This design comes from an exercise in tuning for small area, a short achievable clock period and few clock cycles per item on the open sky130 flow, not from production work. Function was checked by simulation only, so behaviour that the tests miss may differ from the original. Power is estimated from default activity; no workload was simulated.

### flow/flow/run.sh
#!/bin/bash
# Standard layout, with the port buffers made from buf_4 cells instead of the
# default choice (a slow delay buffer) so that input and output paths are short.
set -euo pipefail
echo "export BUFFER_PORTS_ARGS = -buffer_cell sky130_fd_sc_hd__buf_4" >> "$FLOW_CONFIG"
bash standard.sh > standard.log 2>&1
### flow/standard.sh
#!/bin/bash
# synth_recipe.tcl (not shown) runs the flow's synth.tcl, then flattens the netlist and writes it again
# the make line also repeats each setting of config.mk as NAME=value (left out here)
make -C /OpenROAD-flow-scripts/flow DESIGN_CONFIG=/design/flow/config.mk WORK_HOME=/design/flow/orfs CLKGATE_MAP_FILE= SYNTH_SCRIPT=/design/flow/synth_recipe.tcl "${@:-finish}"
### flow/config.mk
export PLATFORM = sky130hd
export DESIGN_NAME = milestone_mac_array
export DESIGN_NICKNAME = milestone_mac_array
export VERILOG_FILES = /design/flow/design.v
export SDC_FILE = /design/flow/constraint.sdc
export NUM_CORES = 4
export LEC_CHECK = 0
export ABC_AREA = 1
export CAP_MARGIN = 20
export CORE_MARGIN = 2
export CORE_UTILIZATION = 40
export SETUP_SLACK_MARGIN = 4.8
export SLEW_MARGIN = 20
export BUFFER_PORTS_ARGS = -buffer_cell sky130_fd_sc_hd__buf_4
### flow/constraint.sdc
create_clock -name core_clock -period 8.0 [get_ports {Clock_50}]
set_input_delay 1.6000 -clock core_clock [delete_from_list [all_inputs] [get_ports {Clock_50}]]
set_output_delay 1.6000 -clock core_clock [all_outputs]
set_load 0.01 [all_outputs]
### flow/design.v
module milestone_mac_array (
    input  logic         Clock_50,
    input  logic         Resetn,
    input  logic         start,
    input  logic         clear,
    input  logic [31:0]  init_value,
    input  logic         in_valid,
    output logic         in_ready,
    input  logic [47:0]  sample,
    input  logic [47:0]  coef,
    input  logic         subtract,
    output logic         out_valid,
    input  logic         out_ready,
    output logic [95:0]  acc_raw,
    output logic [23:0]  result,
    output logic         busy
);
    logic       busy_q;
    logic       acc_st_q;    
    logic       drain_q;     
    logic       fin_q;       
    logic       out_st_q;    
    logic [2:0] tap_cnt_q;
    logic accept;
    logic take;
    logic last_beat;
    logic resolve;           
    assign in_ready  = acc_st_q;
    assign out_valid = out_st_q;
    assign busy      = busy_q;
    assign accept    = in_valid && acc_st_q;
    assign take      = accept && !clear;
    assign last_beat = (tap_cnt_q == 3'd5);
    assign resolve   = fin_q || out_st_q;
    always_ff @(posedge Clock_50 or negedge Resetn) begin
        if (!Resetn) begin
            busy_q    <= 1'b0;
            acc_st_q  <= 1'b0;
            drain_q   <= 1'b0;
            fin_q     <= 1'b0;
            out_st_q  <= 1'b0;
            tap_cnt_q <= '0;
        end else if (clear || (out_st_q && out_ready)) begin
            busy_q    <= 1'b0;
            acc_st_q  <= 1'b0;
            drain_q   <= 1'b0;
            fin_q     <= 1'b0;
            out_st_q  <= 1'b0;
        end else if (!busy_q) begin
            if (start) begin
                busy_q    <= 1'b1;
                acc_st_q  <= 1'b1;
                tap_cnt_q <= '0;
            end
        end else begin
            drain_q <= 1'b0;
            fin_q   <= drain_q;
            if (fin_q) out_st_q <= 1'b1;
            if (accept) begin
                tap_cnt_q <= tap_cnt_q + 1'b1;
                if (last_beat) begin
                    acc_st_q <= 1'b0;
                    drain_q  <= 1'b1;
                end
            end
        end
    end
    for (genvar c = 0; c < 3; c++) begin : g_ch
        logic [16:0] bz;      
        logic [7:0]  one_d, two_d, neg_d;
        logic [15:0] a_in;
        logic [31:0] acc_s, acc_c;
        logic [31:0] sum;
        logic [7:0]  res_ch;
        logic        nz_q;
        assign bz   = {coef[c*16 +: 16], 1'b0};
        assign a_in = sample[c*16 +: 16];
        always_comb begin
            for (int j = 0; j < 8; j++) begin
                one_d[j] = take & (bz[2*j+1] ^ bz[2*j]);
                two_d[j] = take & ((bz[2*j+2] & ~bz[2*j+1] & ~bz[2*j]) |
                                   (~bz[2*j+2] & bz[2*j+1] & bz[2*j]));
                neg_d[j] = take & (bz[2*j+2] ^ subtract);
            end
        end
        logic [16:0] xd0;
        assign xd0 = (({17{one_d[0]}} & {a_in[15], a_in}) | ({17{two_d[0]}} & {a_in, 1'b0})) ^ {17{neg_d[0]}};
        logic u0, u1, u2, u3, u4, u5, u6, u7, u8, u9, u10, u11, u12, u13, u14, u15, u16, u17, u18, u19, u20, u21, u22, u23, u24, u25, u26, u27, u28, u29, u30, u31, u32, u33, u34, u35, u36, u37, u38, u39, u40, u41, u42, u43, u44, u45, u46, u47, u48, u49, u50, u51, u52, u53, u54, u55, u56, u57, u58, u59, u60, u61, u62, u63, u64, u65, u66, u67, u68, u69, u70, u71, u72, u73, u74, u75, u76, u77, u78, u79, u80, u81, u82, u83, u84, u85, u86, u87, u88, u89, u90, u91, u92, u93, u94, u95, u96, u97, u98, u99, u100, u101, u102, u103, u104, u105, u106, u107, u108, u109, u110, u111, u112, u113, u114, u115, u116, u117, u118, u119, u120, u121, u122, u123, u124, u125, u126, u127, u128, u129, u130, u131, u132, u133, u134, u135, u136, u137, u138, u139, u140, u141, u142, u143, u144, u145, u146, u147, u148, u149, u150, u151, u152, u153, u154, u155, u156, u157, u158, u159, u160, u161, u162, u163, u164, u165, u166, u167, u168, u169, u170, u171, u172, u173, u174, u175, u176, u177, u178, u179, u180, u181, u182, u183, u184, u185, u186, u187, u188, u189, u190, u191, u192, u193, u194, u195, u196, u197, u198, u199, u200, u201, u202, u203, u204, u205, u206, u207, u208, u209, u210, u211, u212, u213, u214, u215, u216, u217, u218, u219, u220, u221, u222, u223, u224, u225, u226, u227, u228, u229, u230, u231, u232, u233, u234, u235, u236, u237, u238, u239, u240, u241, u242, u243, u244, u245, u246, u247, u248, u249, u250, u251, u252, u253, u254, u255, u256, u257, u258, u259, u260, u261, u262, u263, u264, u265, u266, u267, u268, u269, u270, u271, u272, u273, u274, u275, u276, u277, u278, u279, u280, u281, u282, u283, u284, u285, u286, u287, u288, u289, u290, u291, u292, u293, u294, u295, u296, u297, u298, u299, u300, u301, u302, u303, u304, u305, u306, u307;
        logic [31:0] pr0_d, pr1_d, pr0_q, pr1_q;
        assign pr0_d = {1'b0, 1'b0, 1'b0, 1'b0, 1'b0, 1'b0, 1'b0, 1'b0, 1'b0, 1'b0, 1'b0, 1'b0, 1'b0, ~xd0[16], xd0[16], xd0[16], xd0[15], xd0[14], xd0[13], xd0[12], xd0[11], xd0[10], xd0[9], xd0[8], xd0[7], xd0[6], xd0[5], xd0[4], xd0[3], xd0[2], xd0[1], neg_d[0]};
        assign pr1_d = {1'b0, 1'b0, 1'b0, 1'b0, 1'b0, 1'b0, 1'b0, 1'b0, 1'b0, 1'b0, 1'b0, 1'b0, 1'b0, 1'b0, 1'b0, 1'b0, 1'b0, 1'b0, 1'b0, 1'b0, 1'b0, 1'b0, 1'b0, 1'b0, 1'b0, 1'b0, 1'b0, 1'b0, 1'b0, 1'b0, 1'b0, xd0[0]};
        logic [15:0] a;
        logic [7:1] one, two, neg;
        always_ff @(posedge Clock_50) begin
            a   <= a_in;
            one <= one_d[7:1];
            two <= two_d[7:1];
            neg <= neg_d[7:1];
            pr0_q <= pr0_d;
            pr1_q <= pr1_d;
        end
        logic [16:0] x1;
        assign x1 = (({17{one[1]}} & {a[15], a}) | ({17{two[1]}} & {a, 1'b0})) ^ {17{neg[1]}};
        logic [16:0] x2;
        assign x2 = (({17{one[2]}} & {a[15], a}) | ({17{two[2]}} & {a, 1'b0})) ^ {17{neg[2]}};
        logic [16:0] x3;
        assign x3 = (({17{one[3]}} & {a[15], a}) | ({17{two[3]}} & {a, 1'b0})) ^ {17{neg[3]}};
        logic [16:0] x4;
        assign x4 = (({17{one[4]}} & {a[15], a}) | ({17{two[4]}} & {a, 1'b0})) ^ {17{neg[4]}};
        logic [16:0] x5;
        assign x5 = (({17{one[5]}} & {a[15], a}) | ({17{two[5]}} & {a, 1'b0})) ^ {17{neg[5]}};
        logic [16:0] x6;
        assign x6 = (({17{one[6]}} & {a[15], a}) | ({17{two[6]}} & {a, 1'b0})) ^ {17{neg[6]}};
        logic [16:0] x7;
        assign x7 = (({17{one[7]}} & {a[15], a}) | ({17{two[7]}} & {a, 1'b0})) ^ {17{neg[7]}};
        logic t0, t1, t2, t3, t4, t5, t6, t7, t8, t9, t10, t11, t12, t13, t14, t15, t16, t17, t18, t19, t20, t21, t22, t23, t24, t25, t26, t27, t28, t29, t30, t31, t32, t33, t34, t35, t36, t37, t38, t39, t40, t41, t42, t43, t44, t45, t46, t47, t48, t49, t50, t51, t52, t53, t54, t55, t56, t57, t58, t59, t60, t61, t62, t63, t64, t65, t66, t67, t68, t69, t70, t71, t72, t73, t74, t75, t76, t77, t78, t79, t80, t81, t82, t83, t84, t85, t86, t87, t88, t89, t90, t91, t92, t93, t94, t95, t96, t97, t98, t99, t100, t101, t102, t103, t104, t105, t106, t107, t108, t109, t110, t111, t112, t113, t114, t115, t116, t117, t118, t119, t120, t121, t122, t123, t124, t125, t126, t127, t128, t129, t130, t131, t132, t133, t134, t135, t136, t137, t138, t139, t140, t141, t142, t143, t144, t145, t146, t147, t148, t149, t150, t151, t152, t153, t154, t155, t156, t157, t158, t159, t160, t161, t162, t163, t164, t165, t166, t167, t168, t169, t170, t171, t172, t173, t174, t175, t176, t177, t178, t179, t180, t181, t182, t183, t184, t185, t186, t187, t188, t189, t190, t191, t192, t193, t194, t195, t196, t197, t198, t199, t200, t201, t202, t203, t204, t205, t206, t207, t208, t209, t210, t211, t212, t213, t214, t215, t216, t217, t218, t219, t220, t221, t222, t223, t224, t225, t226, t227, t228, t229, t230, t231, t232, t233, t234, t235, t236, t237, t238, t239, t240, t241, t242, t243, t244, t245, t246, t247, t248, t249, t250, t251, t252, t253, t254, t255, t256, t257, t258, t259, t260, t261, t262, t263, t264, t265, t266, t267, t268, t269, t270, t271, t272, t273, t274, t275, t276, t277, t278, t279, t280, t281, t282, t283, t284, t285, t286, t287, t288, t289, t290, t291, t292, t293, t294, t295, t296, t297, t298, t299, t300, t301, t302, t303, t304, t305, t306, t307;
        assign t0 = acc_s[0] ^ acc_c[0] ^ pr0_q[0];
        assign t1 = (acc_s[0] & acc_c[0]) | (acc_s[0] & pr0_q[0]) | (acc_c[0] & pr0_q[0]);
        assign t2 = acc_s[1] ^ acc_c[1] ^ pr0_q[1];
        assign t3 = (acc_s[1] & acc_c[1]) | (acc_s[1] & pr0_q[1]) | (acc_c[1] & pr0_q[1]);
        assign t4 = acc_s[2] ^ acc_c[2] ^ pr0_q[2];
        assign t5 = (acc_s[2] & acc_c[2]) | (acc_s[2] & pr0_q[2]) | (acc_c[2] & pr0_q[2]);
        assign t6 = t3 ^ neg[1] ^ t4;
        assign t7 = (t3 & neg[1]) | (t3 & t4) | (neg[1] & t4);
        assign t8 = acc_s[3] ^ acc_c[3] ^ pr0_q[3];
        assign t9 = (acc_s[3] & acc_c[3]) | (acc_s[3] & pr0_q[3]) | (acc_c[3] & pr0_q[3]);
        assign t10 = t5 ^ t8 ^ x1[1];
        assign t11 = (t5 & t8) | (t5 & x1[1]) | (t8 & x1[1]);
        assign t12 = acc_s[4] ^ acc_c[4] ^ pr0_q[4];
        assign t13 = (acc_s[4] & acc_c[4]) | (acc_s[4] & pr0_q[4]) | (acc_c[4] & pr0_q[4]);
        assign t14 = t9 ^ neg[2] ^ t12;
        assign t15 = (t9 & neg[2]) | (t9 & t12) | (neg[2] & t12);
        assign t16 = x1[2] ^ x2[0] ^ t14;
        assign t17 = (x1[2] & x2[0]) | (x1[2] & t14) | (x2[0] & t14);
        assign t18 = acc_s[5] ^ acc_c[5] ^ pr0_q[5];
        assign t19 = (acc_s[5] & acc_c[5]) | (acc_s[5] & pr0_q[5]) | (acc_c[5] & pr0_q[5]);
        assign t20 = t13 ^ t18 ^ x1[3];
        assign t21 = (t13 & t18) | (t13 & x1[3]) | (t18 & x1[3]);
        assign t22 = x2[1] ^ t15 ^ t20;
        assign t23 = (x2[1] & t15) | (x2[1] & t20) | (t15 & t20);
        assign t24 = acc_s[6] ^ acc_c[6] ^ pr0_q[6];
        assign t25 = (acc_s[6] & acc_c[6]) | (acc_s[6] & pr0_q[6]) | (acc_c[6] & pr0_q[6]);
        assign t26 = t19 ^ neg[3] ^ t24;
        assign t27 = (t19 & neg[3]) | (t19 & t24) | (neg[3] & t24);
        assign t28 = x1[4] ^ x2[2] ^ x3[0];
        assign t29 = (x1[4] & x2[2]) | (x1[4] & x3[0]) | (x2[2] & x3[0]);
        assign t30 = t26 ^ t21 ^ t28;
        assign t31 = (t26 & t21) | (t26 & t28) | (t21 & t28);
        assign t32 = acc_s[7] ^ acc_c[7] ^ pr0_q[7];
        assign t33 = (acc_s[7] & acc_c[7]) | (acc_s[7] & pr0_q[7]) | (acc_c[7] & pr0_q[7]);
        assign t34 = t25 ^ t32 ^ x1[5];
        assign t35 = (t25 & t32) | (t25 & x1[5]) | (t32 & x1[5]);
        assign t36 = x2[3] ^ x3[1] ^ t27;
        assign t37 = (x2[3] & x3[1]) | (x2[3] & t27) | (x3[1] & t27);
        assign t38 = t29 ^ t34 ^ t36;
        assign t39 = (t29 & t34) | (t29 & t36) | (t34 & t36);
        assign t40 = acc_s[8] ^ acc_c[8] ^ pr0_q[8];
        assign t41 = (acc_s[8] & acc_c[8]) | (acc_s[8] & pr0_q[8]) | (acc_c[8] & pr0_q[8]);
        assign t42 = t33 ^ neg[4] ^ t40;
        assign t43 = (t33 & neg[4]) | (t33 & t40) | (neg[4] & t40);
        assign t44 = x1[6] ^ x2[4] ^ x3[2];
        assign t45 = (x1[6] & x2[4]) | (x1[6] & x3[2]) | (x2[4] & x3[2]);
        assign t46 = x4[0] ^ t42 ^ t35;
        assign t47 = (x4[0] & t42) | (x4[0] & t35) | (t42 & t35);
        assign t48 = t44 ^ t37 ^ t46;
        assign t49 = (t44 & t37) | (t44 & t46) | (t37 & t46);
        assign t50 = acc_s[9] ^ acc_c[9] ^ pr0_q[9];
        assign t51 = (acc_s[9] & acc_c[9]) | (acc_s[9] & pr0_q[9]) | (acc_c[9] & pr0_q[9]);
        assign t52 = t41 ^ t50 ^ x1[7];
        assign t53 = (t41 & t50) | (t41 & x1[7]) | (t50 & x1[7]);
        assign t54 = x2[5] ^ x3[3] ^ x4[1];
        assign t55 = (x2[5] & x3[3]) | (x2[5] & x4[1]) | (x3[3] & x4[1]);
        assign t56 = t43 ^ t45 ^ t52;
        assign t57 = (t43 & t45) | (t43 & t52) | (t45 & t52);
        assign t58 = t54 ^ t47 ^ t56;
        assign t59 = (t54 & t47) | (t54 & t56) | (t47 & t56);
        assign t60 = acc_s[10] ^ acc_c[10] ^ pr0_q[10];
        assign t61 = (acc_s[10] & acc_c[10]) | (acc_s[10] & pr0_q[10]) | (acc_c[10] & pr0_q[10]);
        assign t62 = t51 ^ neg[5] ^ t60;
        assign t63 = (t51 & neg[5]) | (t51 & t60) | (neg[5] & t60);
        assign t64 = x1[8] ^ x2[6] ^ x3[4];
        assign t65 = (x1[8] & x2[6]) | (x1[8] & x3[4]) | (x2[6] & x3[4]);
        assign t66 = x4[2] ^ x5[0] ^ t62;
        assign t67 = (x4[2] & x5[0]) | (x4[2] & t62) | (x5[0] & t62);
        assign t68 = t53 ^ t55 ^ t64;
        assign t69 = (t53 & t55) | (t53 & t64) | (t55 & t64);
        assign t70 = t66 ^ t57 ^ t68;
        assign t71 = (t66 & t57) | (t66 & t68) | (t57 & t68);
        assign t72 = acc_s[11] ^ acc_c[11] ^ pr0_q[11];
        assign t73 = (acc_s[11] & acc_c[11]) | (acc_s[11] & pr0_q[11]) | (acc_c[11] & pr0_q[11]);
        assign t74 = t61 ^ t72 ^ x1[9];
        assign t75 = (t61 & t72) | (t61 & x1[9]) | (t72 & x1[9]);
        assign t76 = x2[7] ^ x3[5] ^ x4[3];
        assign t77 = (x2[7] & x3[5]) | (x2[7] & x4[3]) | (x3[5] & x4[3]);
        assign t78 = x5[1] ^ t63 ^ t65;
        assign t79 = (x5[1] & t63) | (x5[1] & t65) | (t63 & t65);
        assign t80 = t74 ^ t76 ^ t67;
        assign t81 = (t74 & t76) | (t74 & t67) | (t76 & t67);
        assign t82 = t78 ^ t69 ^ t80;
        assign t83 = (t78 & t69) | (t78 & t80) | (t69 & t80);
        assign t84 = acc_s[12] ^ acc_c[12] ^ pr0_q[12];
        assign t85 = (acc_s[12] & acc_c[12]) | (acc_s[12] & pr0_q[12]) | (acc_c[12] & pr0_q[12]);
        assign t86 = t73 ^ neg[6] ^ t84;
        assign t87 = (t73 & neg[6]) | (t73 & t84) | (neg[6] & t84);
        assign t88 = x1[10] ^ x2[8] ^ x3[6];
        assign t89 = (x1[10] & x2[8]) | (x1[10] & x3[6]) | (x2[8] & x3[6]);
        assign t90 = x4[4] ^ x5[2] ^ x6[0];
        assign t91 = (x4[4] & x5[2]) | (x4[4] & x6[0]) | (x5[2] & x6[0]);
        assign t92 = t86 ^ t75 ^ t77;
        assign t93 = (t86 & t75) | (t86 & t77) | (t75 & t77);
        assign t94 = t88 ^ t90 ^ t79;
        assign t95 = (t88 & t90) | (t88 & t79) | (t90 & t79);
        assign t96 = t92 ^ t81 ^ t94;
        assign t97 = (t92 & t81) | (t92 & t94) | (t81 & t94);
        assign t98 = acc_s[13] ^ acc_c[13] ^ pr0_q[13];
        assign t99 = (acc_s[13] & acc_c[13]) | (acc_s[13] & pr0_q[13]) | (acc_c[13] & pr0_q[13]);
        assign t100 = t85 ^ t98 ^ x1[11];
        assign t101 = (t85 & t98) | (t85 & x1[11]) | (t98 & x1[11]);
        assign t102 = x2[9] ^ x3[7] ^ x4[5];
        assign t103 = (x2[9] & x3[7]) | (x2[9] & x4[5]) | (x3[7] & x4[5]);
        assign t104 = x5[3] ^ x6[1] ^ t87;
        assign t105 = (x5[3] & x6[1]) | (x5[3] & t87) | (x6[1] & t87);
        assign t106 = t89 ^ t91 ^ t100;
        assign t107 = (t89 & t91) | (t89 & t100) | (t91 & t100);
        assign t108 = t102 ^ t104 ^ t93;
        assign t109 = (t102 & t104) | (t102 & t93) | (t104 & t93);
        assign t110 = t106 ^ t95 ^ t108;
        assign t111 = (t106 & t95) | (t106 & t108) | (t95 & t108);
        assign t112 = acc_s[14] ^ acc_c[14] ^ pr0_q[14];
        assign t113 = (acc_s[14] & acc_c[14]) | (acc_s[14] & pr0_q[14]) | (acc_c[14] & pr0_q[14]);
        assign t114 = t99 ^ neg[7] ^ t112;
        assign t115 = (t99 & neg[7]) | (t99 & t112) | (neg[7] & t112);
        assign t116 = x1[12] ^ x2[10] ^ x3[8];
        assign t117 = (x1[12] & x2[10]) | (x1[12] & x3[8]) | (x2[10] & x3[8]);
        assign t118 = x4[6] ^ x5[4] ^ x6[2];
        assign t119 = (x4[6] & x5[4]) | (x4[6] & x6[2]) | (x5[4] & x6[2]);
        assign t120 = x7[0] ^ t114 ^ t101;
        assign t121 = (x7[0] & t114) | (x7[0] & t101) | (t114 & t101);
        assign t122 = t103 ^ t116 ^ t118;
        assign t123 = (t103 & t116) | (t103 & t118) | (t116 & t118);
        assign t124 = t105 ^ t120 ^ t107;
        assign t125 = (t105 & t120) | (t105 & t107) | (t120 & t107);
        assign t126 = t122 ^ t109 ^ t124;
        assign t127 = (t122 & t109) | (t122 & t124) | (t109 & t124);
        assign t128 = acc_s[15] ^ acc_c[15] ^ pr0_q[15];
        assign t129 = (acc_s[15] & acc_c[15]) | (acc_s[15] & pr0_q[15]) | (acc_c[15] & pr0_q[15]);
        assign t130 = t113 ^ t128 ^ x1[13];
        assign t131 = (t113 & t128) | (t113 & x1[13]) | (t128 & x1[13]);
        assign t132 = x2[11] ^ x3[9] ^ x4[7];
        assign t133 = (x2[11] & x3[9]) | (x2[11] & x4[7]) | (x3[9] & x4[7]);
        assign t134 = x5[5] ^ x6[3] ^ x7[1];
        assign t135 = (x5[5] & x6[3]) | (x5[5] & x7[1]) | (x6[3] & x7[1]);
        assign t136 = t115 ^ t117 ^ t119;
        assign t137 = (t115 & t117) | (t115 & t119) | (t117 & t119);
        assign t138 = t130 ^ t132 ^ t134;
        assign t139 = (t130 & t132) | (t130 & t134) | (t132 & t134);
        assign t140 = t121 ^ t136 ^ t123;
        assign t141 = (t121 & t136) | (t121 & t123) | (t136 & t123);
        assign t142 = t138 ^ t125 ^ t140;
        assign t143 = (t138 & t125) | (t138 & t140) | (t125 & t140);
        assign t144 = acc_s[16] ^ acc_c[16] ^ pr0_q[16];
        assign t145 = (acc_s[16] & acc_c[16]) | (acc_s[16] & pr0_q[16]) | (acc_c[16] & pr0_q[16]);
        assign t146 = t129 ^ t144 ^ x1[14];
        assign t147 = (t129 & t144) | (t129 & x1[14]) | (t144 & x1[14]);
        assign t148 = x2[12] ^ x3[10] ^ x4[8];
        assign t149 = (x2[12] & x3[10]) | (x2[12] & x4[8]) | (x3[10] & x4[8]);
        assign t150 = x5[6] ^ x6[4] ^ x7[2];
        assign t151 = (x5[6] & x6[4]) | (x5[6] & x7[2]) | (x6[4] & x7[2]);
        assign t152 = t131 ^ t133 ^ t135;
        assign t153 = (t131 & t133) | (t131 & t135) | (t133 & t135);
        assign t154 = t146 ^ t148 ^ t150;
        assign t155 = (t146 & t148) | (t146 & t150) | (t148 & t150);
        assign t156 = t137 ^ t152 ^ t139;
        assign t157 = (t137 & t152) | (t137 & t139) | (t152 & t139);
        assign t158 = t154 ^ t141 ^ t156;
        assign t159 = (t154 & t141) | (t154 & t156) | (t141 & t156);
        assign t160 = acc_s[17] ^ acc_c[17] ^ pr0_q[17];
        assign t161 = (acc_s[17] & acc_c[17]) | (acc_s[17] & pr0_q[17]) | (acc_c[17] & pr0_q[17]);
        assign t162 = t145 ^ t160 ^ x1[15];
        assign t163 = (t145 & t160) | (t145 & x1[15]) | (t160 & x1[15]);
        assign t164 = x2[13] ^ x3[11] ^ x4[9];
        assign t165 = (x2[13] & x3[11]) | (x2[13] & x4[9]) | (x3[11] & x4[9]);
        assign t166 = x5[7] ^ x6[5] ^ x7[3];
        assign t167 = (x5[7] & x6[5]) | (x5[7] & x7[3]) | (x6[5] & x7[3]);
        assign t168 = t147 ^ t149 ^ t151;
        assign t169 = (t147 & t149) | (t147 & t151) | (t149 & t151);
        assign t170 = t162 ^ t164 ^ t166;
        assign t171 = (t162 & t164) | (t162 & t166) | (t164 & t166);
        assign t172 = t153 ^ t168 ^ t155;
        assign t173 = (t153 & t168) | (t153 & t155) | (t168 & t155);
        assign t174 = t170 ^ t157 ^ t172;
        assign t175 = (t170 & t157) | (t170 & t172) | (t157 & t172);
        assign t176 = acc_s[18] ^ acc_c[18] ^ pr0_q[18];
        assign t177 = (acc_s[18] & acc_c[18]) | (acc_s[18] & pr0_q[18]) | (acc_c[18] & pr0_q[18]);
        assign t178 = t161 ^ t176 ^ ~x1[16];
        assign t179 = (t161 & t176) | (t161 & ~x1[16]) | (t176 & ~x1[16]);
        assign t180 = x2[14] ^ x3[12] ^ x4[10];
        assign t181 = (x2[14] & x3[12]) | (x2[14] & x4[10]) | (x3[12] & x4[10]);
        assign t182 = x5[8] ^ x6[6] ^ x7[4];
        assign t183 = (x5[8] & x6[6]) | (x5[8] & x7[4]) | (x6[6] & x7[4]);
        assign t184 = t163 ^ t165 ^ t167;
        assign t185 = (t163 & t165) | (t163 & t167) | (t165 & t167);
        assign t186 = t178 ^ t180 ^ t182;
        assign t187 = (t178 & t180) | (t178 & t182) | (t180 & t182);
        assign t188 = t169 ^ t184 ^ t171;
        assign t189 = (t169 & t184) | (t169 & t171) | (t184 & t171);
        assign t190 = t186 ^ t173 ^ t188;
        assign t191 = (t186 & t173) | (t186 & t188) | (t173 & t188);
        assign t192 = ~(acc_s[19]);
        assign t193 = acc_c[19] ^ t192 ^ t177;
        assign t194 = (acc_c[19] & t192) | (acc_c[19] & t177) | (t192 & t177);
        assign t195 = x2[15] ^ x3[13] ^ x4[11];
        assign t196 = (x2[15] & x3[13]) | (x2[15] & x4[11]) | (x3[13] & x4[11]);
        assign t197 = x5[9] ^ x6[7] ^ x7[5];
        assign t198 = (x5[9] & x6[7]) | (x5[9] & x7[5]) | (x6[7] & x7[5]);
        assign t199 = t193 ^ t179 ^ t181;
        assign t200 = (t193 & t179) | (t193 & t181) | (t179 & t181);
        assign t201 = t183 ^ t195 ^ t197;
        assign t202 = (t183 & t195) | (t183 & t197) | (t195 & t197);
        assign t203 = t185 ^ t199 ^ t187;
        assign t204 = (t185 & t199) | (t185 & t187) | (t199 & t187);
        assign t205 = t201 ^ t189 ^ t203;
        assign t206 = (t201 & t189) | (t201 & t203) | (t189 & t203);
        assign t207 = acc_s[20] ^ acc_c[20] ^ (acc_s[19]);
        assign t208 = (acc_s[20] & acc_c[20]) | (acc_s[20] & (acc_s[19])) | (acc_c[20] & (acc_s[19]));
        assign t209 = t207 ^ ~x2[16] ^ x3[14];
        assign t210 = (t207 & ~x2[16]) | (t207 & x3[14]) | (~x2[16] & x3[14]);
        assign t211 = x4[12] ^ x5[10] ^ x6[8];
        assign t212 = (x4[12] & x5[10]) | (x4[12] & x6[8]) | (x5[10] & x6[8]);
        assign t213 = x7[6] ^ t194 ^ t196;
        assign t214 = (x7[6] & t194) | (x7[6] & t196) | (t194 & t196);
        assign t215 = t198 ^ t209 ^ t211;
        assign t216 = (t198 & t209) | (t198 & t211) | (t209 & t211);
        assign t217 = t200 ^ t213 ^ t202;
        assign t218 = (t200 & t213) | (t200 & t202) | (t213 & t202);
        assign t219 = t215 ^ t204 ^ t217;
        assign t220 = (t215 & t204) | (t215 & t217) | (t204 & t217);
        assign t221 = ~(acc_s[21]);
        assign t222 = acc_c[21] ^ t221 ^ t208;
        assign t223 = (acc_c[21] & t221) | (acc_c[21] & t208) | (t221 & t208);
        assign t224 = x3[15] ^ x4[13] ^ x5[11];
        assign t225 = (x3[15] & x4[13]) | (x3[15] & x5[11]) | (x4[13] & x5[11]);
        assign t226 = x6[9] ^ x7[7] ^ t222;
        assign t227 = (x6[9] & x7[7]) | (x6[9] & t222) | (x7[7] & t222);
        assign t228 = t210 ^ t212 ^ t224;
        assign t229 = (t210 & t212) | (t210 & t224) | (t212 & t224);
        assign t230 = t226 ^ t214 ^ t216;
        assign t231 = (t226 & t214) | (t226 & t216) | (t214 & t216);
        assign t232 = t228 ^ t218 ^ t230;
        assign t233 = (t228 & t218) | (t228 & t230) | (t218 & t230);
        assign t234 = acc_s[22] ^ acc_c[22] ^ (acc_s[21]);
        assign t235 = (acc_s[22] & acc_c[22]) | (acc_s[22] & (acc_s[21])) | (acc_c[22] & (acc_s[21]));
        assign t236 = t234 ^ ~x3[16] ^ x4[14];
        assign t237 = (t234 & ~x3[16]) | (t234 & x4[14]) | (~x3[16] & x4[14]);
        assign t238 = x5[12] ^ x6[10] ^ x7[8];
        assign t239 = (x5[12] & x6[10]) | (x5[12] & x7[8]) | (x6[10] & x7[8]);
        assign t240 = t223 ^ t225 ^ t236;
        assign t241 = (t223 & t225) | (t223 & t236) | (t225 & t236);
        assign t242 = t238 ^ t227 ^ t229;
        assign t243 = (t238 & t227) | (t238 & t229) | (t227 & t229);
        assign t244 = t240 ^ t231 ^ t242;
        assign t245 = (t240 & t231) | (t240 & t242) | (t231 & t242);
        assign t246 = ~(acc_s[23]);
        assign t247 = acc_c[23] ^ t246 ^ t235;
        assign t248 = (acc_c[23] & t246) | (acc_c[23] & t235) | (t246 & t235);
        assign t249 = x4[15] ^ x5[13] ^ x6[11];
        assign t250 = (x4[15] & x5[13]) | (x4[15] & x6[11]) | (x5[13] & x6[11]);
        assign t251 = x7[9] ^ t247 ^ t237;
        assign t252 = (x7[9] & t247) | (x7[9] & t237) | (t247 & t237);
        assign t253 = t239 ^ t249 ^ t251;
        assign t254 = (t239 & t249) | (t239 & t251) | (t249 & t251);
        assign t255 = t241 ^ t243 ^ t253;
        assign t256 = (t241 & t243) | (t241 & t253) | (t243 & t253);
        assign t257 = acc_s[24] ^ acc_c[24] ^ (acc_s[23]);
        assign t258 = (acc_s[24] & acc_c[24]) | (acc_s[24] & (acc_s[23])) | (acc_c[24] & (acc_s[23]));
        assign t259 = t257 ^ ~x4[16] ^ x5[14];
        assign t260 = (t257 & ~x4[16]) | (t257 & x5[14]) | (~x4[16] & x5[14]);
        assign t261 = x6[12] ^ x7[10] ^ t248;
        assign t262 = (x6[12] & x7[10]) | (x6[12] & t248) | (x7[10] & t248);
        assign t263 = t250 ^ t259 ^ t261;
        assign t264 = (t250 & t259) | (t250 & t261) | (t259 & t261);
        assign t265 = t252 ^ t263 ^ t254;
        assign t266 = (t252 & t263) | (t252 & t254) | (t263 & t254);
        assign t267 = ~(acc_s[25]);
        assign t268 = acc_c[25] ^ t267 ^ t258;
        assign t269 = (acc_c[25] & t267) | (acc_c[25] & t258) | (t267 & t258);
        assign t270 = x5[15] ^ x6[13] ^ x7[11];
        assign t271 = (x5[15] & x6[13]) | (x5[15] & x7[11]) | (x6[13] & x7[11]);
        assign t272 = t268 ^ t260 ^ t270;
        assign t273 = (t268 & t260) | (t268 & t270) | (t260 & t270);
        assign t274 = t262 ^ t272 ^ t264;
        assign t275 = (t262 & t272) | (t262 & t264) | (t272 & t264);
        assign t276 = acc_s[26] ^ acc_c[26] ^ (acc_s[25]);
        assign t277 = (acc_s[26] & acc_c[26]) | (acc_s[26] & (acc_s[25])) | (acc_c[26] & (acc_s[25]));
        assign t278 = t276 ^ ~x5[16] ^ x6[14];
        assign t279 = (t276 & ~x5[16]) | (t276 & x6[14]) | (~x5[16] & x6[14]);
        assign t280 = x7[12] ^ t269 ^ t271;
        assign t281 = (x7[12] & t269) | (x7[12] & t271) | (t269 & t271);
        assign t282 = t278 ^ t280 ^ t273;
        assign t283 = (t278 & t280) | (t278 & t273) | (t280 & t273);
        assign t284 = ~(acc_s[27]);
        assign t285 = acc_c[27] ^ t284 ^ t277;
        assign t286 = (acc_c[27] & t284) | (acc_c[27] & t277) | (t284 & t277);
        assign t287 = x6[15] ^ x7[13] ^ t285;
        assign t288 = (x6[15] & x7[13]) | (x6[15] & t285) | (x7[13] & t285);
        assign t289 = t279 ^ t287 ^ t281;
        assign t290 = (t279 & t287) | (t279 & t281) | (t287 & t281);
        assign t291 = acc_s[28] ^ acc_c[28] ^ (acc_s[27]);
        assign t292 = (acc_s[28] & acc_c[28]) | (acc_s[28] & (acc_s[27])) | (acc_c[28] & (acc_s[27]));
        assign t293 = t291 ^ ~x6[16] ^ x7[14];
        assign t294 = (t291 & ~x6[16]) | (t291 & x7[14]) | (~x6[16] & x7[14]);
        assign t295 = t286 ^ t293 ^ t288;
        assign t296 = (t286 & t293) | (t286 & t288) | (t293 & t288);
        assign t297 = ~(acc_s[29]);
        assign t298 = acc_c[29] ^ t297 ^ t292;
        assign t299 = (acc_c[29] & t297) | (acc_c[29] & t292) | (t297 & t292);
        assign t300 = x7[15] ^ t298 ^ t294;
        assign t301 = (x7[15] & t298) | (x7[15] & t294) | (t298 & t294);
        assign t302 = acc_s[30] ^ acc_c[30] ^ (acc_s[29]);
        assign t303 = (acc_s[30] & acc_c[30]) | (acc_s[30] & (acc_s[29])) | (acc_c[30] & (acc_s[29]));
        assign t304 = t302 ^ ~x7[16] ^ t299;
        assign t305 = (t302 & ~x7[16]) | (t302 & t299) | (~x7[16] & t299);
        assign t306 = ~(acc_s[31]);
        assign t307 = acc_c[31] ^ t306 ^ t303;
        logic [31:0] tree_s, tree_c;
        assign tree_s = {t307, t304, t300, t295, t283, t282, t274, t256, t245, t233, t220, t206, t191, t175, t159, t143, t127, t111, t97, t83, t71, t59, t49, t39, t31, t23, t17, t11, t7, x1[0], t1, pr1_q[0]};
        assign tree_c = {t305, t301, t296, t290, t289, t275, t266, t265, t255, t244, t232, t219, t205, t190, t174, t158, t142, t126, t110, t96, t82, t70, t58, t48, t38, t30, t22, t16, t10, t6, t2, t0};
        logic [31:0] cp_g0, cp_p0;
        assign cp_g0 = acc_s & acc_c;
        assign cp_p0 = acc_s ^ acc_c;
        logic cp_G0, cp_P0;
        assign cp_G0 = cp_g0[1] | (cp_p0[1] & cp_g0[0]);
        assign cp_P0 = cp_p0[1] & cp_p0[0];
        logic cp_G1, cp_P1;
        assign cp_G1 = cp_g0[3] | (cp_p0[3] & cp_g0[2]);
        assign cp_P1 = cp_p0[3] & cp_p0[2];
        logic cp_G2, cp_P2;
        assign cp_G2 = cp_g0[5] | (cp_p0[5] & cp_g0[4]);
        assign cp_P2 = cp_p0[5] & cp_p0[4];
        logic cp_G3, cp_P3;
        assign cp_G3 = cp_g0[7] | (cp_p0[7] & cp_g0[6]);
        assign cp_P3 = cp_p0[7] & cp_p0[6];
        logic cp_G4, cp_P4;
        assign cp_G4 = cp_g0[9] | (cp_p0[9] & cp_g0[8]);
        assign cp_P4 = cp_p0[9] & cp_p0[8];
        logic cp_G5, cp_P5;
        assign cp_G5 = cp_g0[11] | (cp_p0[11] & cp_g0[10]);
        assign cp_P5 = cp_p0[11] & cp_p0[10];
        logic cp_G6, cp_P6;
        assign cp_G6 = cp_g0[13] | (cp_p0[13] & cp_g0[12]);
        assign cp_P6 = cp_p0[13] & cp_p0[12];
        logic cp_G7, cp_P7;
        assign cp_G7 = cp_g0[15] | (cp_p0[15] & cp_g0[14]);
        assign cp_P7 = cp_p0[15] & cp_p0[14];
        logic cp_G8, cp_P8;
        assign cp_G8 = cp_g0[17] | (cp_p0[17] & cp_g0[16]);
        assign cp_P8 = cp_p0[17] & cp_p0[16];
        logic cp_G9, cp_P9;
        assign cp_G9 = cp_g0[19] | (cp_p0[19] & cp_g0[18]);
        assign cp_P9 = cp_p0[19] & cp_p0[18];
        logic cp_G10, cp_P10;
        assign cp_G10 = cp_g0[21] | (cp_p0[21] & cp_g0[20]);
        assign cp_P10 = cp_p0[21] & cp_p0[20];
        logic cp_G11, cp_P11;
        assign cp_G11 = cp_g0[23] | (cp_p0[23] & cp_g0[22]);
        assign cp_P11 = cp_p0[23] & cp_p0[22];
        logic cp_G12, cp_P12;
        assign cp_G12 = cp_g0[25] | (cp_p0[25] & cp_g0[24]);
        assign cp_P12 = cp_p0[25] & cp_p0[24];
        logic cp_G13, cp_P13;
        assign cp_G13 = cp_g0[27] | (cp_p0[27] & cp_g0[26]);
        assign cp_P13 = cp_p0[27] & cp_p0[26];
        logic cp_G14, cp_P14;
        assign cp_G14 = cp_g0[29] | (cp_p0[29] & cp_g0[28]);
        assign cp_P14 = cp_p0[29] & cp_p0[28];
        logic cp_G15, cp_P15;
        assign cp_G15 = cp_g0[31] | (cp_p0[31] & cp_g0[30]);
        assign cp_P15 = cp_p0[31] & cp_p0[30];
        logic cp_G16, cp_P16;
        assign cp_G16 = cp_g0[2] | (cp_p0[2] & cp_G0);
        assign cp_P16 = cp_p0[2] & cp_P0;
        logic cp_G17, cp_P17;
        assign cp_G17 = cp_G1 | (cp_P1 & cp_G0);
        assign cp_P17 = cp_P1 & cp_P0;
        logic cp_G18, cp_P18;
        assign cp_G18 = cp_g0[6] | (cp_p0[6] & cp_G2);
        assign cp_P18 = cp_p0[6] & cp_P2;
        logic cp_G19, cp_P19;
        assign cp_G19 = cp_G3 | (cp_P3 & cp_G2);
        assign cp_P19 = cp_P3 & cp_P2;
        logic cp_G20, cp_P20;
        assign cp_G20 = cp_g0[10] | (cp_p0[10] & cp_G4);
        assign cp_P20 = cp_p0[10] & cp_P4;
        logic cp_G21, cp_P21;
        assign cp_G21 = cp_G5 | (cp_P5 & cp_G4);
        assign cp_P21 = cp_P5 & cp_P4;
        logic cp_G22, cp_P22;
        assign cp_G22 = cp_g0[14] | (cp_p0[14] & cp_G6);
        assign cp_P22 = cp_p0[14] & cp_P6;
        logic cp_G23, cp_P23;
        assign cp_G23 = cp_G7 | (cp_P7 & cp_G6);
        assign cp_P23 = cp_P7 & cp_P6;
        logic cp_G24, cp_P24;
        assign cp_G24 = cp_g0[18] | (cp_p0[18] & cp_G8);
        assign cp_P24 = cp_p0[18] & cp_P8;
        logic cp_G25, cp_P25;
        assign cp_G25 = cp_G9 | (cp_P9 & cp_G8);
        assign cp_P25 = cp_P9 & cp_P8;
        logic cp_G26, cp_P26;
        assign cp_G26 = cp_g0[22] | (cp_p0[22] & cp_G10);
        assign cp_P26 = cp_p0[22] & cp_P10;
        logic cp_G27, cp_P27;
        assign cp_G27 = cp_G11 | (cp_P11 & cp_G10);
        assign cp_P27 = cp_P11 & cp_P10;
        logic cp_G28, cp_P28;
        assign cp_G28 = cp_g0[26] | (cp_p0[26] & cp_G12);
        assign cp_P28 = cp_p0[26] & cp_P12;
        logic cp_G29, cp_P29;
        assign cp_G29 = cp_G13 | (cp_P13 & cp_G12);
        assign cp_P29 = cp_P13 & cp_P12;
        logic cp_G30, cp_P30;
        assign cp_G30 = cp_g0[30] | (cp_p0[30] & cp_G14);
        assign cp_P30 = cp_p0[30] & cp_P14;
        logic cp_G31, cp_P31;
        assign cp_G31 = cp_G15 | (cp_P15 & cp_G14);
        assign cp_P31 = cp_P15 & cp_P14;
        logic cp_G32, cp_P32;
        assign cp_G32 = cp_g0[4] | (cp_p0[4] & cp_G17);
        assign cp_P32 = cp_p0[4] & cp_P17;
        logic cp_G33, cp_P33;
        assign cp_G33 = cp_G2 | (cp_P2 & cp_G17);
        assign cp_P33 = cp_P2 & cp_P17;
        logic cp_G34, cp_P34;
        assign cp_G34 = cp_G18 | (cp_P18 & cp_G17);
        assign cp_P34 = cp_P18 & cp_P17;
        logic cp_G35, cp_P35;
        assign cp_G35 = cp_G19 | (cp_P19 & cp_G17);
        assign cp_P35 = cp_P19 & cp_P17;
        logic cp_G36, cp_P36;
        assign cp_G36 = cp_g0[12] | (cp_p0[12] & cp_G21);
        assign cp_P36 = cp_p0[12] & cp_P21;
        logic cp_G37, cp_P37;
        assign cp_G37 = cp_G6 | (cp_P6 & cp_G21);
        assign cp_P37 = cp_P6 & cp_P21;
        logic cp_G38, cp_P38;
        assign cp_G38 = cp_G22 | (cp_P22 & cp_G21);
        assign cp_P38 = cp_P22 & cp_P21;
        logic cp_G39, cp_P39;
        assign cp_G39 = cp_G23 | (cp_P23 & cp_G21);
        assign cp_P39 = cp_P23 & cp_P21;
        logic cp_G40, cp_P40;
        assign cp_G40 = cp_g0[20] | (cp_p0[20] & cp_G25);
        assign cp_P40 = cp_p0[20] & cp_P25;
        logic cp_G41, cp_P41;
        assign cp_G41 = cp_G10 | (cp_P10 & cp_G25);
        assign cp_P41 = cp_P10 & cp_P25;
        logic cp_G42, cp_P42;
        assign cp_G42 = cp_G26 | (cp_P26 & cp_G25);
        assign cp_P42 = cp_P26 & cp_P25;
        logic cp_G43, cp_P43;
        assign cp_G43 = cp_G27 | (cp_P27 & cp_G25);
        assign cp_P43 = cp_P27 & cp_P25;
        logic cp_G44, cp_P44;
        assign cp_G44 = cp_g0[28] | (cp_p0[28] & cp_G29);
        assign cp_P44 = cp_p0[28] & cp_P29;
        logic cp_G45, cp_P45;
        assign cp_G45 = cp_G14 | (cp_P14 & cp_G29);
        assign cp_P45 = cp_P14 & cp_P29;
        logic cp_G46, cp_P46;
        assign cp_G46 = cp_G30 | (cp_P30 & cp_G29);
        assign cp_P46 = cp_P30 & cp_P29;
        logic cp_G47, cp_P47;
        assign cp_G47 = cp_G31 | (cp_P31 & cp_G29);
        assign cp_P47 = cp_P31 & cp_P29;
        logic cp_G48, cp_P48;
        assign cp_G48 = cp_g0[8] | (cp_p0[8] & cp_G35);
        assign cp_P48 = cp_p0[8] & cp_P35;
        logic cp_G49, cp_P49;
        assign cp_G49 = cp_G4 | (cp_P4 & cp_G35);
        assign cp_P49 = cp_P4 & cp_P35;
        logic cp_G50, cp_P50;
        assign cp_G50 = cp_G20 | (cp_P20 & cp_G35);
        assign cp_P50 = cp_P20 & cp_P35;
        logic cp_G51, cp_P51;
        assign cp_G51 = cp_G21 | (cp_P21 & cp_G35);
        assign cp_P51 = cp_P21 & cp_P35;
        logic cp_G52, cp_P52;
        assign cp_G52 = cp_G36 | (cp_P36 & cp_G35);
        assign cp_P52 = cp_P36 & cp_P35;
        logic cp_G53, cp_P53;
        assign cp_G53 = cp_G37 | (cp_P37 & cp_G35);
        assign cp_P53 = cp_P37 & cp_P35;
        logic cp_G54, cp_P54;
        assign cp_G54 = cp_G38 | (cp_P38 & cp_G35);
        assign cp_P54 = cp_P38 & cp_P35;
        logic cp_G55, cp_P55;
        assign cp_G55 = cp_G39 | (cp_P39 & cp_G35);
        assign cp_P55 = cp_P39 & cp_P35;
        logic cp_G56, cp_P56;
        assign cp_G56 = cp_g0[24] | (cp_p0[24] & cp_G43);
        assign cp_P56 = cp_p0[24] & cp_P43;
        logic cp_G57, cp_P57;
        assign cp_G57 = cp_G12 | (cp_P12 & cp_G43);
        assign cp_P57 = cp_P12 & cp_P43;
        logic cp_G58, cp_P58;
        assign cp_G58 = cp_G28 | (cp_P28 & cp_G43);
        assign cp_P58 = cp_P28 & cp_P43;
        logic cp_G59, cp_P59;
        assign cp_G59 = cp_G29 | (cp_P29 & cp_G43);
        assign cp_P59 = cp_P29 & cp_P43;
        logic cp_G60, cp_P60;
        assign cp_G60 = cp_G44 | (cp_P44 & cp_G43);
        assign cp_P60 = cp_P44 & cp_P43;
        logic cp_G61, cp_P61;
        assign cp_G61 = cp_G45 | (cp_P45 & cp_G43);
        assign cp_P61 = cp_P45 & cp_P43;
        logic cp_G62, cp_P62;
        assign cp_G62 = cp_G46 | (cp_P46 & cp_G43);
        assign cp_P62 = cp_P46 & cp_P43;
        logic cp_G63, cp_P63;
        assign cp_G63 = cp_G47 | (cp_P47 & cp_G43);
        assign cp_P63 = cp_P47 & cp_P43;
        logic cp_G64, cp_P64;
        assign cp_G64 = cp_g0[16] | (cp_p0[16] & cp_G55);
        assign cp_P64 = cp_p0[16] & cp_P55;
        logic cp_G65, cp_P65;
        assign cp_G65 = cp_G8 | (cp_P8 & cp_G55);
        assign cp_P65 = cp_P8 & cp_P55;
        logic cp_G66, cp_P66;
        assign cp_G66 = cp_G24 | (cp_P24 & cp_G55);
        assign cp_P66 = cp_P24 & cp_P55;
        logic cp_G67, cp_P67;
        assign cp_G67 = cp_G25 | (cp_P25 & cp_G55);
        assign cp_P67 = cp_P25 & cp_P55;
        logic cp_G68, cp_P68;
        assign cp_G68 = cp_G40 | (cp_P40 & cp_G55);
        assign cp_P68 = cp_P40 & cp_P55;
        logic cp_G69, cp_P69;
        assign cp_G69 = cp_G41 | (cp_P41 & cp_G55);
        assign cp_P69 = cp_P41 & cp_P55;
        logic cp_G70, cp_P70;
        assign cp_G70 = cp_G42 | (cp_P42 & cp_G55);
        assign cp_P70 = cp_P42 & cp_P55;
        logic cp_G71, cp_P71;
        assign cp_G71 = cp_G43 | (cp_P43 & cp_G55);
        assign cp_P71 = cp_P43 & cp_P55;
        logic cp_G72, cp_P72;
        assign cp_G72 = cp_G56 | (cp_P56 & cp_G55);
        assign cp_P72 = cp_P56 & cp_P55;
        logic cp_G73, cp_P73;
        assign cp_G73 = cp_G57 | (cp_P57 & cp_G55);
        assign cp_P73 = cp_P57 & cp_P55;
        logic cp_G74, cp_P74;
        assign cp_G74 = cp_G58 | (cp_P58 & cp_G55);
        assign cp_P74 = cp_P58 & cp_P55;
        logic cp_G75, cp_P75;
        assign cp_G75 = cp_G59 | (cp_P59 & cp_G55);
        assign cp_P75 = cp_P59 & cp_P55;
        logic cp_G76, cp_P76;
        assign cp_G76 = cp_G60 | (cp_P60 & cp_G55);
        assign cp_P76 = cp_P60 & cp_P55;
        logic cp_G77, cp_P77;
        assign cp_G77 = cp_G61 | (cp_P61 & cp_G55);
        assign cp_P77 = cp_P61 & cp_P55;
        logic cp_G78, cp_P78;
        assign cp_G78 = cp_G62 | (cp_P62 & cp_G55);
        assign cp_P78 = cp_P62 & cp_P55;
        logic cp_G79, cp_P79;
        assign cp_G79 = cp_G63 | (cp_P63 & cp_G55);
        assign cp_P79 = cp_P63 & cp_P55;
        logic cp_c16;
        assign cp_c16 = cp_G55;
        assign sum = {cp_p0[31] ^ cp_G78, cp_p0[30] ^ cp_G77, cp_p0[29] ^ cp_G76, cp_p0[28] ^ cp_G75, cp_p0[27] ^ cp_G74, cp_p0[26] ^ cp_G73, cp_p0[25] ^ cp_G72, cp_p0[24] ^ cp_G71, cp_p0[23] ^ cp_G70, cp_p0[22] ^ cp_G69, cp_p0[21] ^ cp_G68, cp_p0[20] ^ cp_G67, cp_p0[19] ^ cp_G66, cp_p0[18] ^ cp_G65, cp_p0[17] ^ cp_G64, cp_p0[16] ^ cp_G55, cp_p0[15] ^ cp_G54, cp_p0[14] ^ cp_G53, cp_p0[13] ^ cp_G52, cp_p0[12] ^ cp_G51, cp_p0[11] ^ cp_G50, cp_p0[10] ^ cp_G49, cp_p0[9] ^ cp_G48, cp_p0[8] ^ cp_G35, cp_p0[7] ^ cp_G34, cp_p0[6] ^ cp_G33, cp_p0[5] ^ cp_G32, cp_p0[4] ^ cp_G17, cp_p0[3] ^ cp_G16, cp_p0[2] ^ cp_G0, cp_p0[1] ^ cp_g0[0], cp_p0[0]};
        logic [31:0] alt_s;
        logic        keep_tree;
        assign keep_tree = acc_st_q || drain_q;    
        assign alt_s     = resolve ? sum : init_value;
        always_ff @(posedge Clock_50) begin
            acc_s <= keep_tree ? tree_s : alt_s;
            acc_c <= keep_tree ? tree_c : 32'd0;
        end
        always_ff @(posedge Clock_50) begin
            nz_q <= !((cp_p0[16] == cp_c16) &&
                      ((cp_p0[30:17] ~^ (acc_s[29:16] | acc_c[29:16])) == '1));
        end
        always_comb begin
            res_ch = acc_s[15:8];
            if (acc_s[31]) begin
                res_ch = '0;
            end else if (nz_q) begin
                res_ch = '1;
            end
        end
        assign acc_raw[c*32 +: 32] = acc_s;
        assign result[c*8 +: 8]    = res_ch;
    end
endmodule
==> results of run 1 <==
## placed cells by master (no fill, tap or decap), types with 5 or more instances in the layout
cell,synthesis,layout
nand2_1,409,408
nand2_2,9,8
bufinv_16,0,6
a21oi_2,6,15
inv_2,23,97
nand2_4,4,5
o22ai_2,30,130
dfxtp_2,0,61
ha_1,134,133
clkinvlp_4,0,129
nand3b_1,6,6
dfxtp_1,363,206
fa_1,465,357
o22ai_1,332,187
dfxtp_4,0,96
xor2_1,422,356
clkbuf_1,104,11
buf_6,7,60
a21oi_1,264,251
nor2_1,335,328
clkinv_2,0,7
buf_4,2,591
clkbuf_8,0,6
dfrtp_1,8,8
o22ai_4,0,45
xnor2_1,40,40
fa_2,0,108
inv_1,936,765
a21o_1,6,6
clkbuf_16,0,50
a221oi_1,7,7
o21ai_0,98,96
xor2_2,0,66
buf_12,0,27
nor3_1,17,17
nor2_2,0,5
inv_4,1,7
nand3_1,113,112
## layout make-up
| cell class | instances | area, um2 | share of cell area, % |
|---|---|---|---|
| Multi-Input combinational cell | 2731 | 25500 | 54.9 |
| Tap cell | 1155 | 1450 | 3.11 |
| Clock inverter | 18 | 273 | 0.587 |
| Sequential cell | 371 | 7900 | 17.0 |
| Inverter | 964 | 3990 | 8.57 |
| Timing Repair Buffer | 682 | 5700 | 12.3 |
| Timing Repair inverter | 38 | 275 | 0.592 |
| Antenna cell | 3 | 7.51 | 0.0162 |
| Clock buffer | 67 | 1380 | 2.96 |
## kinds of logic after synthesis
kind of cell	count (synthesis)
fa+ha+maj	599
flops	371
compound gates	757
buf+inv	1135
simple gates	913
xor+xnor	462
## worst paths after layout
| path | startpoint | endpoint | slack, ns | depth (start not counted) |
|---|---|---|---|---|
| setup / recovery | g_ch[2].a[9] | g_ch[2].acc_c[18] | 4.45 | 11 |
| hold reg to reg | g_ch[1].pr1_q | g_ch[1].acc_s[0] | 0.48 | 2 |
| setup reg to reg | g_ch[2].a[9] | g_ch[2].acc_c[18] | 4.45 | 11 |
| min in group asynchronous | Resetn | busy_q | 0.80 | 1 |
| hold / removal | g_ch[1].pr1_q | g_ch[1].acc_s[0] | 0.48 | 2 |
| max in group asynchronous | Resetn | out_st_q | 7.07 | 1 |
## registers in the layout, summed over array words and instances (netlist names)
register    cells
fin_q           1
drain_q         1
g_ch.pr1_q      3
g_ch.a         48
g_ch.neg       21
g_ch.acc_c     96
g_ch.nz_q       3
g_ch.pr0_q     54
g_ch.acc_s     96
busy_q          1
g_ch.two       21
acc_st_q        1
g_ch.one       21
out_st_q        1
tap_cnt_q       3
## routing by layer
layer | routed length (um) | track usage [%]
met1 | 52100 | 35.9
met2 | 60000 | 42.9
met3 | 14900 | 7.74
met4 | 9220 | 12.4
met5 | 41 | 0
## power by group through the flow
stage | Sequential, uW | Combinational [uW] | Clock [uW]
after floorplan | 2690 | 5560 | 0
after global placement | 2880 | 7550 | 0
after detailed placement | 2880 | 7720 | 0
after CTS | 2860 | 8050 | 2340
after global routing | 2930 | 9700 | 2420
final | 2880 | 8430 | 2320
## metrics by stage
| step | area, um2 | instances | hold WS [ns] | total power (uW) | setup slack [ns] |
|---|---|---|---|---|---|
| after floorplan | 35200 | 4237 | 0.444 | 8250 | 4.80 |
| after global placement | 38000 | 5492 | 0.468 | 10400 | 4.18 |
| after detailed placement | 38000 | 5492 | 0.465 | 10600 | 4.12 |
| after CTS | 43300 | 5871 | 0.485 | 13300 | 4.70 |
| after global routing | 46500 | 6028 | 0.526 | 15000 | 4.29 |
| final | 46500 | 6029 | 0.482 | 13600 | 4.45 |
## tightest hold or removal path, stage by stage, from the launching register on
cell     delay, ns
dfxtp_1       0.31
nor2_1        0.04
a21oi_1       0.09
## timing repair
item,4_1_cts,5_1_grt
hold buffers,0,0
pin swaps,80,233
setup buffers,257,153
endpoints found under the setup margin,119,120
resized for setup,466,454
gates cloned,37,2
==> run summary, run 1 <==
total congestion overflow=0; Seq pwr share=21.1%; share of layout cells above drive strength 1=between 30% and 40%; via count=32500; Fin Setup TNS=0 ns; root buffer cell=clkbuf_16; Synth Area in Adders=~31%; Final setup viols=0; maximum operating frequency=~280 MHz; input/output buffers=~260; Worst EP required=~8.5 ns; fin util=between 50% and 60%; skew final=between 0.04 and 0.05 ns; Die H=301 um; Lkg Pwr=between 0.02 and 0.025 uW; DR vias/cell=5.40; RSZ-0062 raised after global routing=yes; Main synth FF type=dfxtp_1; CTS tree=yes; xor-xnor portion of the synthesized cell area=between 10% and 20%; Cell Area, Synth=0.0352 mm2; Largest stage delay, worst path=roughly 0.57 ns; GRT Total Usage=between 20 and 30%; dpl hpwl=~90000 um; type of the most critical hold path=reg -> reg; DR DRC count=0; Seq/Total Area, Yosys=between 20% and 30%; largest family of logic cells by synthesized area=adder cells; FP Rows=108; syn nets=slightly below 5000; nets=approximately 5600; final slew viol count=0; CP endpoint kind=register; initial DRC count=~3600; Sink Count=between 300 and 400; Post-synth EDFFs=0; measured slew at the worst slew-check pin=1.10 ns; Clk Latency, worst-skew pair=between 0.6 and 0.7 ns; fin crit share=between 40% and 50%; outcome=timing/DRC/antenna clean; clock power share=17.0%; vias in the first global route=roughly 30000; initial antenna violation count=8; Comb pwr share=between 60% and 70%; clk buf depth=3; crit path kind=reg -> reg; ranking of synthesized cells by area=fa_1 (26%), dfxtp_1 (21%), xor2_1 (11%); Critical Path AT=just over 4 ns; wire per inst=22.6 um; largest net degree at the start of global routing=about 180; Filler Cell Count=about 7500; number of max-cap violations=0; Die Wd=around 300 um; P_int=roughly 7200 uW; critical path's top delay family=adder cells; H-tree depth=2; CP Cell Sequence=clkinvlp_4, o22ai_2, xor2_2, fa_2, inv_2, fa_1, inv_1, fa_1, fa_2, inv_1, nor2_1; total core area=roughly 0.087 mm2; Synth Area in Compound Gates=approximately 13%; pwr dens=~290 mW/mm2; CTS buffer count=47; yosys warns=1; slew margin rel.=26.5%; routability congestion estimate=0.961; Commonest cells post-synth=inv_1 (936), fa_1 (465), xor2_1 (422), nand2_1 (409), dfxtp_1 (363); sw frac=roughly 47%; area grow syn2layout=32.2%; first-pass GRT wire length=between 150000 and 200000 um; area fraction of the dominant cell type after synthesis=a little over a quarter; Initial Util=about two fifths; Max IR drop VDD=about 0.00017 V; Buffers & Inverters on Critical Path=4; FFs w/ async S/R, synth=under 10%; Tmin final=roughly 3.5 ns; final hold vios=0; cells after synthesis=~4200; Avg Synthesized Cell Area=roughly 8.3 um2; CP max FO=6; final wirelength=136000 um; DIE AREA=~0.09 mm2; Ports=approximately 260; CP max-delay cell=fa_2; top-count cell post-synth=inv_1; First-pass DRT Iterations=9; Antenna Nets Post-Route=0; mux share of post-synthesis cell area=0%; flops & latches, synth=~370; clk slew on worst S/H paths=roughly 0.06 ns; Sw Pwr=between 6000 and 7000 uW; Netlist cell types=46; Yosys top cell by area=fa_1; Setup crit start kind=register; Post-Synth Simple-Gate Area=about 11%
Testbench counts, summed over its fixed seeds: cycles 24,000, items 2,400.
==> inputs of run 2 (changes only) <==
--- a/flow/config.mk
+++ b/flow/config.mk
@@ -5,7 +5,6 @@
 export SDC_FILE = /design/flow/constraint.sdc
 export NUM_CORES = 4
 export LEC_CHECK = 0
-export ABC_AREA = 1
 export CAP_MARGIN = 20
 export CORE_MARGIN = 2
 export CORE_UTILIZATION = 40
==> run 2 against run 1 <==
Critical path depth up 3. Combinational power is 42% lower. Still clean on timing, DRC and antenna. Worst setup slack improved by 0.33 ns. Synthesized cell count shrank 9.4%. Final cell count down 14%. Critical path type unchanged. Largest cell class unchanged. Sequential cell count is the same.
==> run summary, run 2 <==
skew final=around 0.023 ns; total core area=0.0865 mm2; CP max FO=3; Setup crit start kind=register; routability congestion estimate=~0.9; CTS tree=yes; Seq/Total Area, Yosys=between 20% and 30%; total congestion overflow=0; DP Area=between 0.03 and 0.04 mm2; vias in the first global route=between 20000 and 30000; yosys warns=1; Largest regs=g_ch.acc_c (96), g_ch.acc_s (96), g_ch.pr0_q (54); slew margin rel.=approximately a third; number of max-cap violations=0; worst hold stages=2; type of the most critical hold path=reg -> reg; share of layout cells above drive strength 1=19.6%; via count=26800; Die H=299 um; crit path kind=reg -> reg; area grow syn2layout=17.1%; final hold vios=0; Worst EP required=around 8.5 ns; measured slew at the worst slew-check pin=1.00 ns; met3 routed WL=slightly above 7000 um; flops & latches, synth=371; Die Wd=between 200 and 300 um; uppermost layer routed=met4; initial antenna violation count=5; CP endpoint kind=register; Lkg Pwr=approximately 0.017 uW; area fraction of the dominant cell type after synthesis=26.8%; DIE AREA=0.0893 mm2; fin util=a little under half; Cell Area, Synth=approximately 0.035 mm2; DR vias/cell=between 5 and 6; H-tree depth=2; cells after synthesis=between 3000 and 4000; GRT Total Usage=24.0%; CTS buffer count=46; Critical Path AT=around 3.8 ns; FP Rows=~110; Final setup viols=0; dpl hpwl=81800 um; maximum operating frequency=311 MHz; ranking of synthesized cells by area=fa_1 (27%), dfxtp_1 (21%), xnor2_1 (11%); Initial Util=between 40% and 50%; Fin Setup TNS=0 ns; Ports=approximately 260; most frequent cells in the layout=inv_1 (521), xnor2_1 (442), fa_1 (404); commonest non-fill, non-tap cell in the layout=inv_1; Yosys top cell by area=fa_1; Main synth FF type=dfxtp_1; pwr dens=approximately 240 mW/mm2; clk slew on worst S/H paths=approximately 0.06 ns; top-count cell post-synth=inv_1; placed insts=approximately 5000; Antenna Nets Post-Route=0; Tmin final=between 3 and 4 ns; Netlist cell types=57; outcome=timing/DRC/antenna clean; Post-synth EDFFs=0; Final Cell Area=between 0.04 and 0.05 mm2; Clk Latency, worst-skew pair=around 0.6 ns; M1 WL=46000 um; Avg Synthesized Cell Area=between 9 and 10 um2; First-pass DRT Iterations=6; Hold Worst Slack=approximately 0.44 ns; final slew viol count=0; input/output buffers=257; DR DRC count=0; Max IR drop VDD=roughly 0.00016 V; initial DRC count=between 2000 and 2500; fin crit share=about two fifths; root buffer cell=clkbuf_16; Filler Cell Count=around 8300; R2R cell count=14; Commonest cells post-synth=inv_1 (565), fa_1 (465), xnor2_1 (455), dfxtp_1 (363), a22oi_1 (315); Non-Filler Instances=5198; Sink Count=between 300 and 400; met2 wire length=around 50000 um; first-pass GRT wire length=about 170000 um; FFs w/ async S/R, synth=approximately 2.2%; final wirelength=~110000 um; largest net degree at the start of global routing=77; nets=roughly 4700; wire per inst=about 21 um; syn nets=~4600; RSZ-0062 raised after global routing=yes; clk buf depth=3
run 2: report_power, final:
part           switching, uW  total [uW]  internal, uW
Sequential               375        2490          2110
Combinational           2670        4860          2200
Clock                    913        2230          1320
Total                   3950        9580          5620
run 2: cell families (layout without fill, tap and decap cells):
kind of cell               count (synthesis)  after routing  share of synthesized area [%]
DFF                                      371            371                           21.5
adders and majority gates                599            599                           31.6
other                                      0              1                              0
buffers and inverters                    833           1037                           9.00
and+or+nand+nor                          744            744                           9.76
AOI/OAI and AO/OA                        710            710                           13.5
xor gates and xnor gates                 577            577                           14.5
muxes                                      4              4                          0.115
run 2: worst paths after layout:
path	endpoint	startpoint	slack [ns]
min in group asynchronous	fin_q	Resetn	0.80
worst min register to register	g_ch[0].acc_s[0]	g_ch[0].pr1_q	0.44
worst min-delay path	g_ch[0].acc_s[0]	g_ch[0].pr1_q	0.44
max in group asynchronous	tap_cnt_q[2]	Resetn	7.06
worst max-delay path	g_ch[1].acc_s[28]	g_ch[1].acc_s[0]	4.78
worst max register to register	g_ch[1].acc_s[28]	g_ch[1].acc_s[0]	4.78
run 2: final cells by class:
cell class / count / area [um2] / share of cell area, %
clock buffers: 62 / 1300 / 3.20
flip-flops and latches: 371 / 8020 / 19.7
clock inverters: 23 / 300 / 0.738
multi-input cells: 2634 / 24600 / 60.4
well taps: 1155 / 1450 / 3.55
inverters: 571 / 2190 / 5.37
diodes: 1 / 2.50 / 0.00615
repair buffers: 381 / 2870 / 7.06
run 2: per-layer routing:
metal  up-vias  track usage [%]
met4         0             6.88
met1     13300             32.4
met2       945             39.9
met3       154             3.68
li1      12500                -
met5         -                0
run 2: worst max-delay path, cell delays in order (launching register included):
cell and delay [ns]:
dfxtp_2 0.34, ha_4 0.16, fa_2 0.35, a21o_1 0.20, a21oi_2 0.19, o211ai_2 0.19, o2bb2ai_4 0.20, a41oi_4 0.34
o31ai_4 0.09, a221o_1 0.41, buf_4 0.17, buf_4 0.12, xor2_1 0.11, nand2_1 0.07, a31oi_1 0.20
run 2: through the flow:
stage               setup WS, ns  power [uW]
CTS                         4.75        9560
global placement            4.23        7130
finish                      4.78        9580
detailed placement          4.22        7180
floorplan                   4.79        5740
global route                4.67       10500
run 2: timing repair:
| item | in CTS | in global routing |
|---|---|---|
| hold buffers | 0 | 0 |
| pin swaps | 33 | 84 |
| resized for setup | 253 | 212 |
| setup buffers | 46 | 63 |
| endpoints found under the setup margin | 110 | 87 |

## what the ideal ports hide
Ports are ideal in the flow. The routed layouts listed here were re-timed in OpenROAD. Step 1 sets driving cells, clkbuf_16 on the clock port and buf_2 on the other inputs (assumed; they add their load-dependent delay and slew). Step 2, shift: input delay + t, output delay - t, t = (earliest + latest rising clock arrival at the registers) / 2. This alone moves slack from input paths to output paths. Slacks: no drivers / after step 1 / after step 2; pairs: no drivers / after step 1.
| run | t, ns | setup WS [ns] | worst setup path after step 2 | slew at the worst register clock pin (ns) | worst data-port slew with drivers (ns) |
|---|---|---|---|---|---|
| run 1 | 0.666 | 4.452 / 4.452 / 4.331 | input to register | 0.06 / 0.06 | 0.13 |
| run 2 | 0.665 | 4.781 / 4.781 / 4.374 | input to register | 0.06 / 0.06 | 0.07 |
After both steps setup and hold are still met in every run listed. For run 2, which loses most, drivers alone change the setup slack by 0.000 ns; drivers and shift together by -0.407 ns.
